This is an optimization exercise on Yosys and OpenROAD, whose aim is small area and few clock cycles per item, not a production implementation. Where RTL was checked, it was by simulation tests only, not by an equivalence proof against the original. Only the layout flow was run in runs 1 and 2; the RTL was not checked for function there. Power figures rest on the tool's default switching activity, not on a simulated workload.

`design.v`:
```
package vtrs_pkg;
  localparam logic [7:0] CH_SLASH = 8'h2F;
  localparam logic [7:0] CH_COLON = 8'h3A;
  localparam logic [7:0] CH_QUOTE = 8'h27;
  localparam logic [7:0] CH_SPACE = 8'h20;
  localparam logic [7:0] CH_TAB   = 8'h09;
  localparam logic [7:0] CH_LF    = 8'h0A;
  localparam logic [7:0] CH_CR    = 8'h0D;
  localparam logic [7:0] CH_ZERO  = 8'h30;
  localparam logic [7:0] CH_NINE  = 8'h39;
endpackage
module vtrs_ring (
  input  logic       clk_i,
  input  logic       wr_i,
  input  logic [7:0] byte_i,
  input  logic [4:0] rd_pos_i,
  output logic [7:0] rd_byte_o
);
  logic [30:0][7:0] ring_q;
  always_ff @(posedge clk_i) begin
    ring_q <= {ring_q[29:0], wr_i ? byte_i : ring_q[30]};
  end
  assign rd_byte_o = ring_q[rd_pos_i];
endmodule
module view_tag_record_scanner (
  input  logic        clk_i,
  input  logic        rst_ni,
  input  logic        in_valid_i,
  output logic        in_ready_o,
  input  logic [7:0]  in_text_byte_i,
  input  logic        in_end_of_data_i,
  output logic        out_valid_o,
  input  logic        out_ready_i,
  output logic [1:0]  out_item_kind_o,
  output logic [7:0]  out_char_code_o,
  output logic [31:0] out_channel_o,
  output logic        out_is_signed_o,
  output logic        out_is_integer_o,
  output logic        out_last_o
);
  localparam logic [3:0] S_IDLE  = 4'd0;
  localparam logic [3:0] S_T1    = 4'd1;
  localparam logic [3:0] S_T2    = 4'd2;
  localparam logic [3:0] S_T3    = 4'd3;
  localparam logic [3:0] S_T4    = 4'd4;
  localparam logic [3:0] S_T5    = 4'd5;
  localparam logic [3:0] S_T6    = 4'd6;
  localparam logic [3:0] S_SL    = 4'd7;
  localparam logic [3:0] S_COLON = 4'd8;
  localparam logic [3:0] S_NAME  = 4'd9;
  localparam logic [3:0] S_SKA   = 4'd10;   
  localparam logic [3:0] S_SKN   = 4'd11;   
  localparam logic [3:0] S_SK2   = 4'd12;   
  localparam logic [3:0] S_PARAM = 4'd13;
  localparam logic [3:0] S_NUM   = 4'd14;
  logic [7:0] b;
  assign b = in_text_byte_i;
  logic [3:0]  st_q;
  logic        sgn_q, intg_q;
  logic [4:0]  nlen_q, nfpos_q, plen_q, pfpos_q;
  logic        nstop_q, pstop_q;
  logic [31:0] acc_q;
  logic        bad_q;
  logic        ev_q, ek1_q, ek0_q;
  logic [4:0]  epos_q, ecnt_q;
  logic        esgn_q, eintg_q;
  logic is_quote, is_sep, is_digit, is_zero, let_ok;
  logic [7:0] lc, exp_let;
  assign is_quote = b == vtrs_pkg::CH_QUOTE;
  assign is_sep   = is_quote || (b == vtrs_pkg::CH_SPACE) || (b == vtrs_pkg::CH_TAB) ||
                    (b == vtrs_pkg::CH_LF) || (b == vtrs_pkg::CH_CR);
  assign is_digit = (b >= vtrs_pkg::CH_ZERO) && (b <= vtrs_pkg::CH_NINE);
  assign is_zero  = b == 8'h00;
  assign lc       = b | 8'h20;
  always_comb begin
    unique case (st_q[2:0])
      3'd1:    exp_let = intg_q ? 8'h6F : 8'h69;
      3'd2:    exp_let = intg_q ? 8'h6E : (sgn_q ? 8'h67 : 8'h65);
      3'd3:    exp_let = intg_q ? 8'h74 : (sgn_q ? 8'h6E : 8'h77);
      3'd4:    exp_let = 8'h72;
      3'd5:    exp_let = 8'h6F;
      default: exp_let = 8'h6C;
    endcase
  end
  assign let_ok = lc == exp_let;
  logic [4:0] epos_rot, nfpos_rot, pfpos_rot;
  logic       hand, e_name, e_param, e_end, coll;
  assign epos_rot  = (epos_q == 5'd30) ? 5'd0 : epos_q + 5'd1;
  assign nfpos_rot = (nfpos_q == 5'd30) ? 5'd0 : nfpos_q + 5'd1;
  assign pfpos_rot = (pfpos_q == 5'd30) ? 5'd0 : pfpos_q + 5'd1;
  assign hand    = ev_q && out_ready_i;
  assign e_name  = ev_q && !ek1_q && !ek0_q;
  assign e_param = ev_q && ek0_q;
  assign e_end   = ev_q && ek1_q;
  assign coll    = epos_rot < ecnt_q;
  logic rec_ok, n_take, p_take, n_wr, p_wr, hold, accept, start;
  assign rec_ok = (nlen_q != 5'd0) && !bad_q && (acc_q != 32'd0);
  assign n_take = (st_q == S_NAME) && !is_sep && !nstop_q && !is_zero;
  assign p_take = (st_q == S_PARAM) && !is_sep && !pstop_q && !is_zero;
  always_comb begin
    hold = 1'b0;
    if (n_take) begin
      hold = ((nlen_q != 5'd0) && (nfpos_q + 5'd1 != nlen_q)) || (e_name && coll);
    end
    if (p_take) begin
      hold = ((plen_q != 5'd0) && (pfpos_q + 5'd1 != plen_q)) || (e_param && coll);
    end
    if ((st_q == S_SKA) && is_quote && !intg_q && e_name) begin
      hold = 1'b1;
    end
    if ((st_q == S_NUM) && (is_digit || is_quote) && ev_q) begin
      hold = 1'b1;
    end
  end
  assign in_ready_o = !hold;
  assign accept = in_valid_i && !hold;
  assign n_wr   = accept && n_take;
  assign p_wr   = accept && p_take;
  assign start  = accept && (st_q == S_NUM) && is_quote && rec_ok;
  logic [35:0] acc_next;
  assign acc_next = {1'b0, acc_q, 3'b000} + {3'b000, acc_q, 1'b0} + {32'd0, b[3:0]};
  always_ff @(posedge clk_i or negedge rst_ni) begin
    if (!rst_ni) begin
      st_q <= S_IDLE;
    end else if (accept) begin
      if (in_end_of_data_i) begin
        st_q <= S_IDLE;
      end else begin
        unique case (st_q)
          S_IDLE:  st_q <= (b == vtrs_pkg::CH_SLASH) ? S_SL : S_IDLE;
          S_SL:    st_q <= ((lc == 8'h76) || (lc == 8'h73) || (lc == 8'h63)) ? S_T1 : S_IDLE;
          S_COLON: st_q <= (b == vtrs_pkg::CH_COLON) ? S_NAME : S_IDLE;
          S_NAME:  st_q <= is_sep ? S_SKA : S_NAME;
          S_SKA:   st_q <= !is_quote ? S_SKA : (intg_q ? S_NUM : S_PARAM);
          S_PARAM: st_q <= !is_sep ? S_PARAM : (is_quote ? S_SKN : S_SK2);
          S_SK2:   st_q <= is_quote ? S_SKN : S_SK2;
          S_SKN:   st_q <= is_quote ? S_NUM : S_SKN;
          S_NUM:   st_q <= is_quote ? S_IDLE : S_NUM;
          default: begin
            if (!let_ok) begin
              st_q <= S_IDLE;
            end else if (intg_q ? (st_q[2:0] == 3'd6) : (st_q[2:0] == 3'd3)) begin
              st_q <= S_COLON;
            end else begin
              st_q <= st_q + 4'd1;
            end
          end
        endcase
      end
    end
  end
  always_ff @(posedge clk_i) begin
    if (accept && (st_q == S_SL)) begin
      sgn_q  <= lc == 8'h73;
      intg_q <= lc == 8'h63;
    end
    if (st_q == S_COLON) begin
      nlen_q  <= 5'd0;
      nstop_q <= 1'b0;
    end else if (accept && n_take) begin
      nlen_q  <= nlen_q + 5'd1;
      nstop_q <= nlen_q == 5'd30;
    end else if (accept && (st_q == S_NAME) && is_zero) begin
      nstop_q <= 1'b1;
    end
    nfpos_q <= (n_wr && (nlen_q == 5'd0)) ? 5'd0 : nfpos_rot;
    if (accept && (st_q == S_SKA) && is_quote && !intg_q) begin
      plen_q  <= 5'd0;
      pstop_q <= 1'b0;
    end else if (accept && p_take) begin
      plen_q  <= plen_q + 5'd1;
      pstop_q <= plen_q == 5'd30;
    end else if (accept && (st_q == S_PARAM) && is_zero) begin
      pstop_q <= 1'b1;
    end
    pfpos_q <= (p_wr && (plen_q == 5'd0)) ? 5'd0 : pfpos_rot;
    if ((!ev_q && (st_q != S_NUM)) || (e_end && out_ready_i)) begin
      acc_q <= 32'd0;
    end else if (accept && (st_q == S_NUM) && is_digit) begin
      acc_q <= acc_next[31:0];
    end
    if (st_q != S_NUM) begin
      bad_q <= 1'b0;
    end else if (accept && !is_quote && (!is_digit || (acc_next[35:32] != 4'd0))) begin
      bad_q <= 1'b1;
    end
  end
  logic [7:0] n_byte, p_byte;
  vtrs_ring u_name (
    .clk_i     (clk_i),
    .wr_i      (n_wr),
    .byte_i    (b),
    .rd_pos_i  (epos_q),
    .rd_byte_o (n_byte)
  );
  vtrs_ring u_param (
    .clk_i     (clk_i),
    .wr_i      (p_wr),
    .byte_i    (b),
    .rd_pos_i  (epos_q),
    .rd_byte_o (p_byte)
  );
  always_ff @(posedge clk_i or negedge rst_ni) begin
    if (!rst_ni) begin
      ev_q <= 1'b0;
    end else if (start) begin
      ev_q <= 1'b1;
    end else if (e_end && out_ready_i) begin
      ev_q <= 1'b0;
    end
  end
  always_ff @(posedge clk_i) begin
    if (start) begin
      ek1_q   <= 1'b0;
      ek0_q   <= 1'b0;
      epos_q  <= nfpos_rot;
      ecnt_q  <= nlen_q;
      esgn_q  <= sgn_q;
      eintg_q <= intg_q;
    end else if (hand) begin
      if (ecnt_q != 5'd1) begin
        ecnt_q <= ecnt_q - 5'd1;
      end else if (e_name && !eintg_q && (plen_q != 5'd0)) begin
        ek0_q  <= 1'b1;
        epos_q <= pfpos_rot;
        ecnt_q <= plen_q;
      end else begin
        ek1_q <= 1'b1;
        ek0_q <= 1'b0;
      end
    end else begin
      epos_q <= epos_rot;
    end
  end
  assign out_valid_o      = ev_q;
  assign out_item_kind_o  = {ek1_q, ek0_q};
  assign out_char_code_o  = ek1_q ? 8'h00 : (ek0_q ? p_byte : n_byte);
  assign out_channel_o    = ek1_q ? acc_q : 32'd0;
  assign out_is_signed_o  = esgn_q;
  assign out_is_integer_o = eintg_q;
  assign out_last_o       = ek1_q;
endmodule
```
`config.mk`:
```
export PLATFORM = sky130hd
export DESIGN_NAME = view_tag_record_scanner
export DESIGN_NICKNAME = view_tag_record_scanner
export VERILOG_FILES = /design/flow/design.v
export SDC_FILE = /design/flow/constraint.sdc
export NUM_CORES = 4
export LEC_CHECK = 0
export CAP_MARGIN = 20
export CORE_MARGIN = 2
export CORE_UTILIZATION = 40
export CTS_BUF_LIST = sky130_fd_sc_hd__clkbuf_4 sky130_fd_sc_hd__clkbuf_8
export CTS_CLUSTER_SIZE = 30
export SLEW_MARGIN = 20
```
`constraint.sdc`:
```
create_clock -name core_clock -period 5.0 [get_ports {clk_i}]
set_input_delay 1.0000 -clock core_clock [delete_from_list [all_inputs] [get_ports {clk_i}]]
set_output_delay 1.0000 -clock core_clock [all_outputs]
set_load 0.01 [all_outputs]
```
`run.sh`:
```
#!/bin/bash
# synth_recipe.tcl (not shown) runs the flow's synth.tcl, then flattens the netlist and writes it again
# the make line also repeats each setting of config.mk as NAME=value (left out here)
make -C /OpenROAD-flow-scripts/flow DESIGN_CONFIG=/design/flow/config.mk WORK_HOME=/design/flow/orfs CLKGATE_MAP_FILE= SYNTH_SCRIPT=/design/flow/synth_recipe.tcl finish
```
==> results of run 1 <==
-- per-stage QoR --
stage	setup slack, ns	std cells	hold slack (ns)
after detailed placement	0.123	2389	0.332
after global routing	0.0573	2560	0.300
final	0.183	2560	0.313
after global placement	0.161	2389	0.330
after floorplan	0.730	1692	0.326
after CTS	0.00943	2556	0.308
-- cell families (layout without fill, tap and decap cells) --
kind of cell | count (synthesis) | after routing | share of synthesized area, %
AO/OA/AOI/OAI | 280 | 280 | 8.39
XOR/XNOR | 52 | 52 | 2.30
adder cells (fa/ha/maj) | 91 | 91 | 5.49
buffers and inverters | 126 | 304 | 2.40
flip-flops | 572 | 572 | 55.2
multiplexers | 200 | 200 | 17.4
other | 0 | 2 | 0
AND/OR/NAND/NOR | 371 | 371 | 8.79
-- state kept, by name, indices dropped and copies added (netlist names), 4 cells and up --
signal / cells
u_name.ring_q: 248
u_param.ring_q: 248
acc_q: 32
ecnt_q: 5
epos_q: 5
nfpos_q: 5
nlen_q: 5
pfpos_q: 5
plen_q: 5
st_q: 4
-- where the power goes --
| group | internal (mW) | switching, mW |
|---|---|---|
| sequential | 4.64 | 0.0705 |
| clock | 2.60 | 1.83 |
| combinational | 0.638 | 0.950 |
| total | 7.87 | 2.85 |
-- synthesized netlist by cell type, types with 18 or more instances --
| master | n |
|---|---|
| mux2i_1 | 47 |
| mux4_2 | 130 |
| buf_1 | 18 |
| a211oi_1 | 23 |
| nand2_1 | 116 |
| nor3_1 | 24 |
| o21ai_0 | 59 |
| clkbuf_1 | 48 |
| buf_2 | 19 |
| dfxtp_1 | 553 |
| nor2_1 | 77 |
| inv_1 | 39 |
| mux2_2 | 23 |
| ha_1 | 89 |
| xnor2_1 | 31 |
| nand4_1 | 21 |
| a21oi_1 | 89 |
| and2_1 | 38 |
| nand3_1 | 25 |
| xor2_1 | 19 |
-- worst max-delay path, cell delays in order --
cell and delay (ns):
clkdlybuf4s50_1 0.48, buf_4 0.22, and3b_1 0.20, o21a_1 0.18, o21ai_1 0.29, nand3_1 0.26
o311ai_4 0.51, nor2_1 0.15, clkdlybuf4s50_1 0.51
-- area by class of cell --
class | instances | area [sq um]
fill | 4602 | 27600
sequential | 572 | 11600
multi-input combinational | 994 | 8960
clock buffer | 143 | 1780
timing repair buffer | 98 | 958
tap | 688 | 861
clock inverter | 24 | 327
inverter | 39 | 146
antenna | 2 | 5.00
-- routing by layer --
metal  share of wire, %  wire, microns  GRT usage [%]
met5              0.029             13              0
met4                2.2            993           6.49
met3                4.8           2170           3.34
met2                 46          20700           26.9
met1                 47          21100           23.0
-- placed cells by master, fill, tap and decap left out, drive strengths merged, types with 43 or more instances in the layout --
cell type / n
dfxtp: 553
clkbuf: 144
mux4: 130
nand2: 116
ha: 89
a21oi: 89
nor2: 77
o21ai: 60
clkdlybuf4s50: 59
mux2i: 47
inv: 43
-- final timing paths --
check                      slack (ns)                        end                       from  depth (start not counted)
max                              0.18                 in_ready_o          in_text_byte_i[1]                          9
min                              0.31  u_name.ring_q[67]$_DFF_P_  u_name.ring_q[59]$_DFF_P_                          0
max reg2reg                      1.36        ecnt_q[2]$_DFFE_PP_        epos_q[0]$_DFFE_PP_                         13
min reg2reg                      0.31  u_name.ring_q[67]$_DFF_P_  u_name.ring_q[59]$_DFF_P_                          0
max in group asynchronous        4.14        st_q[0]$_DFFE_PN0N_                     rst_ni                          1
min in group asynchronous        0.58           ev_q$_DFFE_PN0P_                     rst_ni                          1
-- what timing repair did --
item                       CTS  global route
setup buffers                0             1
gates cloned                 0             1
gates resized for setup      3             2
setup endpoints to repair    2             1
hold endpoints to repair     0             0
==> flow_summary.ini, run 1 <==
[detailed_routing]
drt_drc_violations_left = 0
antenna_violating_nets_post_route = 0
wl_microns = 45000
drt-initial-drc-count = 874
route.vias.total = 13400
route.detailed.wl_per_inst_microns = 17.6
route.detailed.vias_per_inst = 5.24
firstDrtPassIters = 5

[timing]
grt_setup_unrepaired = no
finClkSkew_ns = 0.0396
final-setup-viol-count = 0
final.setup.tns_ns = 0
min_period_over_period_pct = 96.3
max-slew-margin-rel_pct = 43.2
timing.final.max_slew_violations = 0
fmaxAchievable_ghz = 0.208
worst_pin_slew_ns = 0.852
final_hold_viol_count = 0
layout_min_cycle_time_ns = 4.82

[clocking]
cts_tree = built
cts_sinks = 572
worst_skew_pair.late_latency_ns = 0.70
clk_transition_reported_paths_ns = 0.07
cts_made_buffers = 93
cts.htree.levels = 3
clk_root_buffer_cell = clkbuf_8
ctsLongestPathBuffers = 3
cts_hold_buf = 0

[floorplan]
dieHeight_microns = 233
start_util_pct = 40.3
core-area_sq_um = 52200
die_w_microns = 233
cell_rows = 84
design.die.area_sq_um = 54400
io_pins = 60

[placement]
hpwl_microns = 28900
placed_area_sq_um = 22500
routabilityCongestion = 0.872
portBuffers = 59

[worst_setup_path]
timing.critical_path.fanout_max = 13
setup.worst_path.end_class = output pin
timing.critical_path.from_type = input port
setup_cp_type = input port to output pin
critical_path_required_ns = 4.00
cp_data_arrival_time_ns = 3.82

[yosys]
post_synth_instance_area_sq_um = 21000
count_of_flip_flops_with_a_built_in_enable_after_synthesis = 14
post_synthesis_net_count = 1796
yosysSeqAreaShare_pct = 55.2
yosysTopAreaCellShare_pct = 52.6
async_set_or_reset_flop_fraction_in_the_synthesized_netlist_pct = 0.874
ys_warn_count = 2
yosys.area.top_type = dfxtp_1
synth_area_per_cell_sq_um = 12.4
most_instantiated_flip_flop_cell_in_the_synthesis_netlist = dfxtp_1
ys_top_cells_by_area = dfxtp_1, mux4_2, ha_1, mux2i_1, a21oi_1
postSynthCellCount = 1692
synth_cell_types = 69
synth_seq_cells = 572

[grt]
grt_antenna_before_repair = 2
grt_first_pass_wirelength_microns = 73900
global_route.usage.total_pct = 17.0
gr-total-overflow = 0
grt_max_degree = 88
vias_in_the_first_global_route = 13900

[power_and_ir_drop]
irDropWorstVdd_mv = 0.204
totalPowerFinal_mw = 10.7
power_density_nw_per_um2 = 435
power.static_leakage_nw = 9.52

[job]
drv_cap = 0

[worst_hold_path]
worst_hold_path_type = flip-flop to flip-flop

[finish]
design_area_sq_um = 24700
areaGrowthSynthToFinish_pct = 17.2
final_layout_size_suffix_gt1_share_pct = 20.1
num-nets-final = 1902
final_core_util_pct = 47.2

[run_status]
run_status = complete, no violations
==> run 2: changes to the inputs <==
--- a/config.mk
+++ b/config.mk
@@ -8,6 +8,4 @@
 export CAP_MARGIN = 20
 export CORE_MARGIN = 2
 export CORE_UTILIZATION = 40
-export CTS_BUF_LIST = sky130_fd_sc_hd__clkbuf_4 sky130_fd_sc_hd__clkbuf_8
-export CTS_CLUSTER_SIZE = 30
 export SLEW_MARGIN = 20
==> run 2 against run 1 <==
  * Area after synthesis did not move
  * Highest routed layer unchanged
  * Still clean
  * Synthesized cell count did not move
  * Maximum frequency is 0.24% higher
  * Sequential power about the same
  * Design area fell by 0.92%
  * Clock power is 4% lower
  * Sequential share of layout area up 0.44 points
  * Total power down 2.0%
  * Register-to-register slack got worse by 0.18 ns
  * First-iteration DRC count fell by 0.80%
  * Clock skew decreased by 0.028 ns
  * Count of clock-buffer cells in the layout down 59
==> flow_summary.ini, run 2 <==
[run_status]
run_status = complete, no violations

[yosys]
yosys.area.top_type = dfxtp_1
post_synthesis_net_count = 1796
synth_cell_types = 69
synth_area_per_cell_sq_um = 12.4
ys_top_cells_by_area = dfxtp_1, mux4_2, ha_1, mux2i_1, a21oi_1
post_synth_instance_area_sq_um = 21000
ys_top_cells_by_count = dfxtp_1, mux4_2, nand2_1, a21oi_1, ha_1
ys_warn_count = 2
most_instantiated_flip_flop_cell_in_the_synthesis_netlist = dfxtp_1
synth_seq_cells = 572
yosysTopAreaCellShare_pct = 52.6
count_of_flip_flops_with_a_built_in_enable_after_synthesis = 14
async_set_or_reset_flop_fraction_in_the_synthesized_netlist_pct = 0.874
synth.most_common_cell = dfxtp_1
yosysSeqAreaShare_pct = 55.2
postSynthCellCount = 1692

[worst_setup_path]
setup_cp_type = input port to output pin
critical-path-max-stage-delay_ns = 0.51
setup.worst_path.end_class = output pin
slowest_cell_on_crit_path = o311ai_4
path_common_cell = clkdlybuf4s50_1
worstPathCellList = clkdlybuf4s50_1, buf_4, and3b_1, o21a_1, o21ai_1, nand3_1, o311ai_4, nor2_1, clkdlybuf4s50_1
cp_data_arrival_time_ns = 3.81
critical_path_required_ns = 4.00
timing.critical_path.from_type = input port
timing.critical_path.fanout_max = 13

[finish]
n_antenna_cell = 0
largest_registers = u_name.ring_q (248), u_param.ring_q (248), acc_q (32)
final_core_util_pct = 46.8
final_layout_size_suffix_gt1_share_pct = 16.5
final_cell_mix = dfxtp_1, mux4_2, nand2_1, ha_1, a21oi_1
num-fill-cells = 4620
areaGrowthSynthToFinish_pct = 16.2
mostFrequentLayoutCell = dfxtp_1
num-nets-final = 1864

[detailed_routing]
route.vias.total = 13200
route.detailed.wl_per_inst_microns = 17.9
firstDrtPassIters = 5
antenna_violating_nets_post_route = 0
wl_microns = 44500
drt_drc_violations_left = 0
route.detailed.vias_per_inst = 5.30
drt-initial-drc-count = 867

[clocking]
clk_transition_reported_paths_ns = 0.06
worst_skew_pair.late_latency_ns = 0.61
post-cts-setup-buffer-count = 0
cts_made_buffers = 57
ctsLongestPathBuffers = 3
clk_root_buffer_cell = clkbuf_16
cts.htree.levels = 2
cts_tree = built
cts_sinks = 572
cts_hold_buf = 0

[timing]
hold_ws_ns = 0.343
max-slew-margin-rel_pct = 42.4
final-setup-viol-count = 0
grt_setup_unrepaired = no
final_hold_viol_count = 0
layout_min_cycle_time_ns = 4.81
timing.final.max_slew_violations = 0
finClkSkew_ns = 0.0114
min_period_over_period_pct = 96.1
final.setup.worst_slack_ns = 0.195
final.setup.tns_ns = 0
fmaxAchievable_ghz = 0.208
worst_pin_slew_ns = 0.864

[floorplan]
core-area_sq_um = 52200
die_w_microns = 233
io_pins = 60
design.die.area_sq_um = 54400
dieHeight_microns = 233
cell_rows = 84
start_util_pct = 40.3

[grt]
grt_max_degree = 88
gr-total-overflow = 0
grt_antenna_before_repair = 1
global_route.usage.total_pct = 16.9
grt_first_pass_wirelength_microns = 73800
vias_in_the_first_global_route = 13600

[placement]
routabilityCongestion = 0.872
hpwl_microns = 28900
detailedPlace.worstSlack_ns = 0.123
portBuffers = 59

[power_and_ir_drop]
irDropWorstVdd_mv = 0.345
power.static_leakage_nw = 9.32
power_density_nw_per_um2 = 430

[worst_hold_path]
worst_hold_path_type = flip-flop to flip-flop

[job]
drv_cap = 0
## run 2: cell counts after synthesis
No cell type changed its count.
## run 2: per-layer routing
layer | routed length [microns] | GRT usage, %
met3 | 2070 | 3.22
met5 | 13 | 0
met2 | 20400 | 27.1
met1 | 21200 | 23.3
met4 | 787 | 4.42
## run 2: final timing paths
| check | from | endpoint | slack (ns) | cells after the start |
|---|---|---|---|---|
| setup / recovery | in_text_byte_i[1] | in_ready_o | 0.19 | 9 |
| hold / removal | u_param.ring_q[196]$_DFF_P_ | u_param.ring_q[204]$_DFF_P_ | 0.34 | 0 |
| setup reg to reg | epos_q[0]$_DFFE_PP_ | ecnt_q[2]$_DFFE_PP_ | 1.18 | 13 |
| hold reg to reg | u_param.ring_q[196]$_DFF_P_ | u_param.ring_q[204]$_DFF_P_ | 0.34 | 0 |
| max in group asynchronous | rst_ni | st_q[0]$_DFFE_PN0N_ | 4.07 | 1 |
| min in group asynchronous | rst_ni | ev_q$_DFFE_PN0P_ | 0.67 | 1 |
## run 2: area by class of cell
| cell class | count | area, sq um | share of cell area [%] |
|---|---|---|---|
| Tap cell | 688 | 861 | 3.52 |
| Multi-Input combinational cell | 994 | 8960 | 36.7 |
| Clock inverter | 17 | 168 | 0.686 |
| Inverter | 39 | 146 | 0.599 |
| Timing Repair Buffer | 96 | 935 | 3.83 |
| Clock buffer | 84 | 1740 | 7.13 |
| Sequential cell | 572 | 11600 | 47.6 |
## run 2: stage by stage
stage	total power, mW	cells	cell area [sq um]
CTS	10.6	2490	24400
global placement	6.36	2389	22500
global route	11.0	2490	24400
floorplan	5.85	1692	21000
finish	10.5	2490	24400
detailed placement	6.38	2389	22500
## run 2: report_power, final
group          switching (mW)  leakage [nW]  internal [mW]
sequential             0.0677          4.66           4.63
clock                    1.78         0.929           2.47
combinational           0.941          3.73          0.626
total                    2.79          9.32           7.73
## run 2: kinds of logic (layout without fill, tap and decap cells)
family,after synthesis,count (layout),synth area share (%)
DFF,572,572,55.2
and+or+nand+nor,371,371,8.79
AOI/OAI and AO/OA,280,280,8.39
muxes,200,200,17.4
buffers and inverters,126,236,2.40
adders and majority gates,91,91,5.49
xor gates and xnor gates,52,52,2.30
## run 2: what timing repair did
item,in CTS,in global routing
endpoints found under the setup margin,2,3
endpoints found under the hold margin,0,0
resized for setup,2,2
## run 2: worst max-delay path, delay by kind of cell
kind / cells / cell delay (ns)
and+or+nand+nor: 3 / 0.61
buffers and inverters: 3 / 1.20
AOI/OAI and AO/OA: 3 / 0.98
==> run 3: changes to the inputs <==
--- a/design.v
+++ b/design.v
@@ -118,7 +118,7 @@
   assign p_wr   = accept && p_take;
   assign start  = accept && (st_q == S_NUM) && is_quote && rec_ok;
   logic [35:0] acc_next;
-  assign acc_next = {1'b0, acc_q, 3'b000} + {3'b000, acc_q, 1'b0} + {32'd0, b[3:0]};
+  assign acc_next = {4'd0, acc_q} * 36'd10 + {32'd0, b[3:0]};
   always_ff @(posedge clk_i or negedge rst_ni) begin
     if (!rst_ni) begin
       st_q <= S_IDLE;
==> run 3 against run 2 <==
  * First-iteration DRC count rose by 7.8%
  * Global-route usage rose by 1.4 points
  * Flip-flop and latch count did not move
  * Synthesized cell count rose by 8.6%
  * Still clean on timing, DRC and antenna
  * Combinational power fell by 3%
  * Critical path type is now flip-flop to output pin
==> flow_summary.ini, run 3 <==
[yosys]
synth_area_per_cell_sq_um = 12.1
most_instantiated_flip_flop_cell_in_the_synthesis_netlist = dfxtp_1
synth_compound_area_share_pct = 9.69
yosysSeqAreaShare_pct = 52.4
synth_fa_ha_area_share_pct = 5.20
synth_top_family_by_area = multiplexers
postSynthCellCount = 1838
post_synth_xor_area_fraction_pct = 2.96
yosys-mux-area-fraction_pct = 16.2
post_synth_instance_area_sq_um = 22200
synth_seq_cells = 572
yosysTopAreaCellShare_pct = 49.9
synth.most_common_cell = dfxtp_1
async_set_or_reset_flop_fraction_in_the_synthesized_netlist_pct = 0.874
synth_cell_types = 95
simple_gate_portion_of_the_synthesized_area_pct = 10.9
ys_top_cells_by_count = dfxtp_1, mux4_2, nand2_1, nor2_1, ha_1
yosys.area.top_type = dfxtp_1
ys_warn_count = 2
count_of_flip_flops_with_a_built_in_enable_after_synthesis = 14
ys_top_cells_by_area = dfxtp_1, mux4_2, ha_1, mux2i_1, nand2_1
post_synthesis_net_count = 1942

[grt]
grt_first_pass_wirelength_microns = 82400
global_route.usage.total_pct = 18.2
grt_antenna_before_repair = 0
gr-total-overflow = 0
grt_max_degree = 46
vias_in_the_first_global_route = 14500

[finish]
design_area_sq_um = 25600
areaGrowthSynthToFinish_pct = 15.4
largest_registers = u_name.ring_q (248), u_param.ring_q (248), acc_q (32)
final_layout_size_suffix_gt1_share_pct = 16.8
mostFrequentLayoutCell = dfxtp_1
num-fill-cells = 4880
stdcell_count = 2694
num-nets-final = 2007
final_core_util_pct = 46.6
final_cell_mix = dfxtp_1, mux4_2, nand2_1, nor2_1, ha_1

[detailed_routing]
route.vias.total = 14500
route.detailed.wl_per_inst_microns = 19.3
drt_drc_violations_left = 0
drt-initial-drc-count = 935
antenna_violating_nets_post_route = 0
route.detailed.vias_per_inst = 5.39
firstDrtPassIters = 7
wl_microns = 51900

[placement]
detailedPlace.worstSlack_ns = 0.340
placed_cells_incl_taps = 2589
hpwl_microns = 36000
portBuffers = 59
placed_area_sq_um = 23700
routabilityCongestion = 0.881

[worst_hold_path]
worst_min_path_start = u_param.ring_q[170]$_DFF_P_
min_delay_worst_endpoint = u_param.ring_q[178]$_DFF_P_
worst_hold_path_depth = 0
worst_hold_path_type = flip-flop to flip-flop

[power_and_ir_drop]
power_density_nw_per_um2 = 409
seq_power_share_pct = 45.6
clkPwrFrac_pct = 39.8
internal_power_mw = 7.74
power.static_leakage_nw = 9.73
share_of_power_burned_in_combinational_logic_pct = 14.7
irDropWorstVdd_mv = 0.377
power.share.switching_pct = 26.1
power.net_switching_mw = 2.73

[worst_setup_path]
worst-r2r-cell-count = 13
cp_data_arrival_time_ns = 3.85
slowest_cell_on_crit_path = clkdlybuf4s50_1
critical-path-max-stage-delay_ns = 0.63
critical_path_required_ns = 4.00
setup.worst_path.end_class = output pin
rr_startpoint = acc_q[1]$_SDFFE_PP0P_
timing.rr.end = acc_q[30]$_SDFFE_PP0P_
timing.critical_path.fanout_max = 14
worstPathCellList = buf_4, ha_1, o21ai_0, nand2_1, o21ai_0, ha_1, o2111ai_1, a31oi_1, nor2_1, nor3_1, clkdlybuf4s50_1
timing.critical_path.from_type = flip-flop
r2r_slack_ns = 0.72
setup_cp_type = flip-flop to output pin

[floorplan]
die_w_microns = 239
io_pins = 60
start_util_pct = 40.3
core-area_sq_um = 55000
dieHeight_microns = 239
design.die.area_sq_um = 57400
cell_rows = 86

[clocking]
clk_root_buffer_cell = clkbuf_16
cts.htree.levels = 2
cts_made_buffers = 54
cts_hold_buf = 0
cts_tree = built
worst_skew_pair.late_latency_ns = 0.61
ctsLongestPathBuffers = 3
cts_sinks = 572
post_cts_resize_count = 0
clk_transition_reported_paths_ns = 0.06

[timing]
worst_pin_slew_ns = 1.06
fmaxAchievable_ghz = 0.206
max-slew-margin-rel_pct = 29.6
timing.final.max_slew_violations = 0
grt_setup_unrepaired = no
final.setup.worst_slack_ns = 0.145
layout_min_cycle_time_ns = 4.85
final_hold_viol_count = 0
final-setup-viol-count = 0
final.setup.tns_ns = 0
min_period_over_period_pct = 97.1
finClkSkew_ns = 0.0251

[run_status]
run_status = complete, no violations

[job]
drv_cap = 0
[run 3: changes by cell type after synthesis, moves of 7 or more]
| cell | delta |
|---|---|
| a21oi_1 | -18 |
| nand3_1 | +16 |
| nor2_1 | +15 |
| and2_1 | +12 |
| buf_2 | +11 |
| a211oi_1 | +10 |
| buf_1 | -8 |
| nor3_1 | +8 |
| xnor2_1 | +8 |
| xor2_1 | +7 |
[run 3: cell families after synthesis]
| group | Yosys count |
|---|---|
| flops | 572 |
| fa+ha+maj | 91 |
| buf+inv | 135 |
| compound gates | 315 |
| xor+xnor | 69 |
| simple gates | 460 |
| mux | 196 |
[run 3: power groups by stage]
stage	clock, mW	sequential, mW	combinational (mW)
2_1_floorplan	0	4.81	1.01
3_3_place_gp	0	4.89	1.46
3_5_place_dp	0	4.89	1.48
4_1_cts	4.25	4.77	1.53
5_1_grt	4.44	4.78	1.65
6_report	4.16	4.77	1.53
[run 3: per-layer routing]
metal / share of wire (%) / track usage (%) / vias to the layer above
li1: - / - / 6910
met1: 47 / 25.7 / 7132
met2: 46 / 29.1 / 391
met3: 5.1 / 2.73 / 81
met4: 2.3 / 5.17 / 0
met5: 0 / 0 / -
[run 3: what timing repair did]
action | 4_1_cts | 5_1_grt
endpoints found under the hold margin | 0 | 0
pin swaps | 0 | 0
setup buffers | 4 | 2
endpoints found under the setup margin | 1 | 2
[run 3: metrics by stage]
step | power (mW) | hold WS (ns)
6_report | 10.5 | 0.332
3_3_place_gp | 6.35 | 0.329
2_1_floorplan | 5.82 | 0.326
3_5_place_dp | 6.36 | 0.332
5_1_grt | 10.9 | 0.328
4_1_cts | 10.6 | 0.322
[run 3: worst max-delay path by stage]
stage | from | to | slack [ns]
final | epos_q[1]$_DFFE_PP_ | in_ready_o | 0.15
after floorplan | epos_q[0]$_DFFE_PP_ | ecnt_q[0]$_DFFE_PP_ | 0.91
after global placement | in_text_byte_i[1] | in_ready_o | 0.36
after global routing | epos_q[1]$_DFFE_PP_ | in_ready_o | 0.02
after CTS | ek0_q$_SDFFE_PP0P_ | out_char_code_o[2] | 0.04
after detailed placement | in_text_byte_i[4] | epos_q[0]$_DFFE_PP_ | 0.34
[run 3: critical path, delay by kind of cell (launching register included)]
family	cells	cell delay [ns]
buf+inv	2	0.97
compound gates	4	0.63
simple gates	3	0.53
flops	1	0.51
fa+ha+maj	2	0.62
[run 3: final cells by class]
class | count | area, sq um | area share [%]
Clock inverter | 16 | 240 | 0.939
Sequential cell | 572 | 11600 | 45.4
Tap cell | 748 | 936 | 3.66
Inverter | 38 | 144 | 0.562
Multi-Input combinational cell | 1131 | 9990 | 39.0
Timing Repair Buffer | 106 | 1050 | 4.11
Clock buffer | 82 | 1620 | 6.32
Antenna cell | 1 | 2.50 | 0.00978
Testbench counts of run 3, summed over its fixed seeds: cycles 41,501, bytes 40,918.

-- static timing again, ports no longer ideal --
In the flow no input, the clock included, has a driving cell. The finished layouts below were timed again as built, in two steps. Step 1: set_driving_cell puts a clkbuf_16 on clk_i and a buf_2 on each other input, an assumption about the parent block. Step 2 times the ports against the registers' clock, not the clock port: input delays grow and output delays shrink by t, the midpoint of the rising clock arrivals with the driver on. Three values: ideal, step 1, step 2; two values: the first two.
| run | shift t [ns] | setup WS [ns] | slew at the worst register clock pin (ns) |
|---|---|---|---|
| run 1 | 0.728 | 0.183 / 0.153 / 0.153 | 0.07 / 0.07 |
| run 2 | 0.659 | 0.195 / 0.140 / 0.164 | 0.06 / 0.06 |
| run 3 | 0.647 | 0.145 / 0.092 / 0.262 | 0.07 / 0.07 |
After both steps setup and hold are still met in every run listed. For run 2, which loses most, drivers alone change the setup slack by -0.055 ns; drivers and shift together by -0.031 ns.
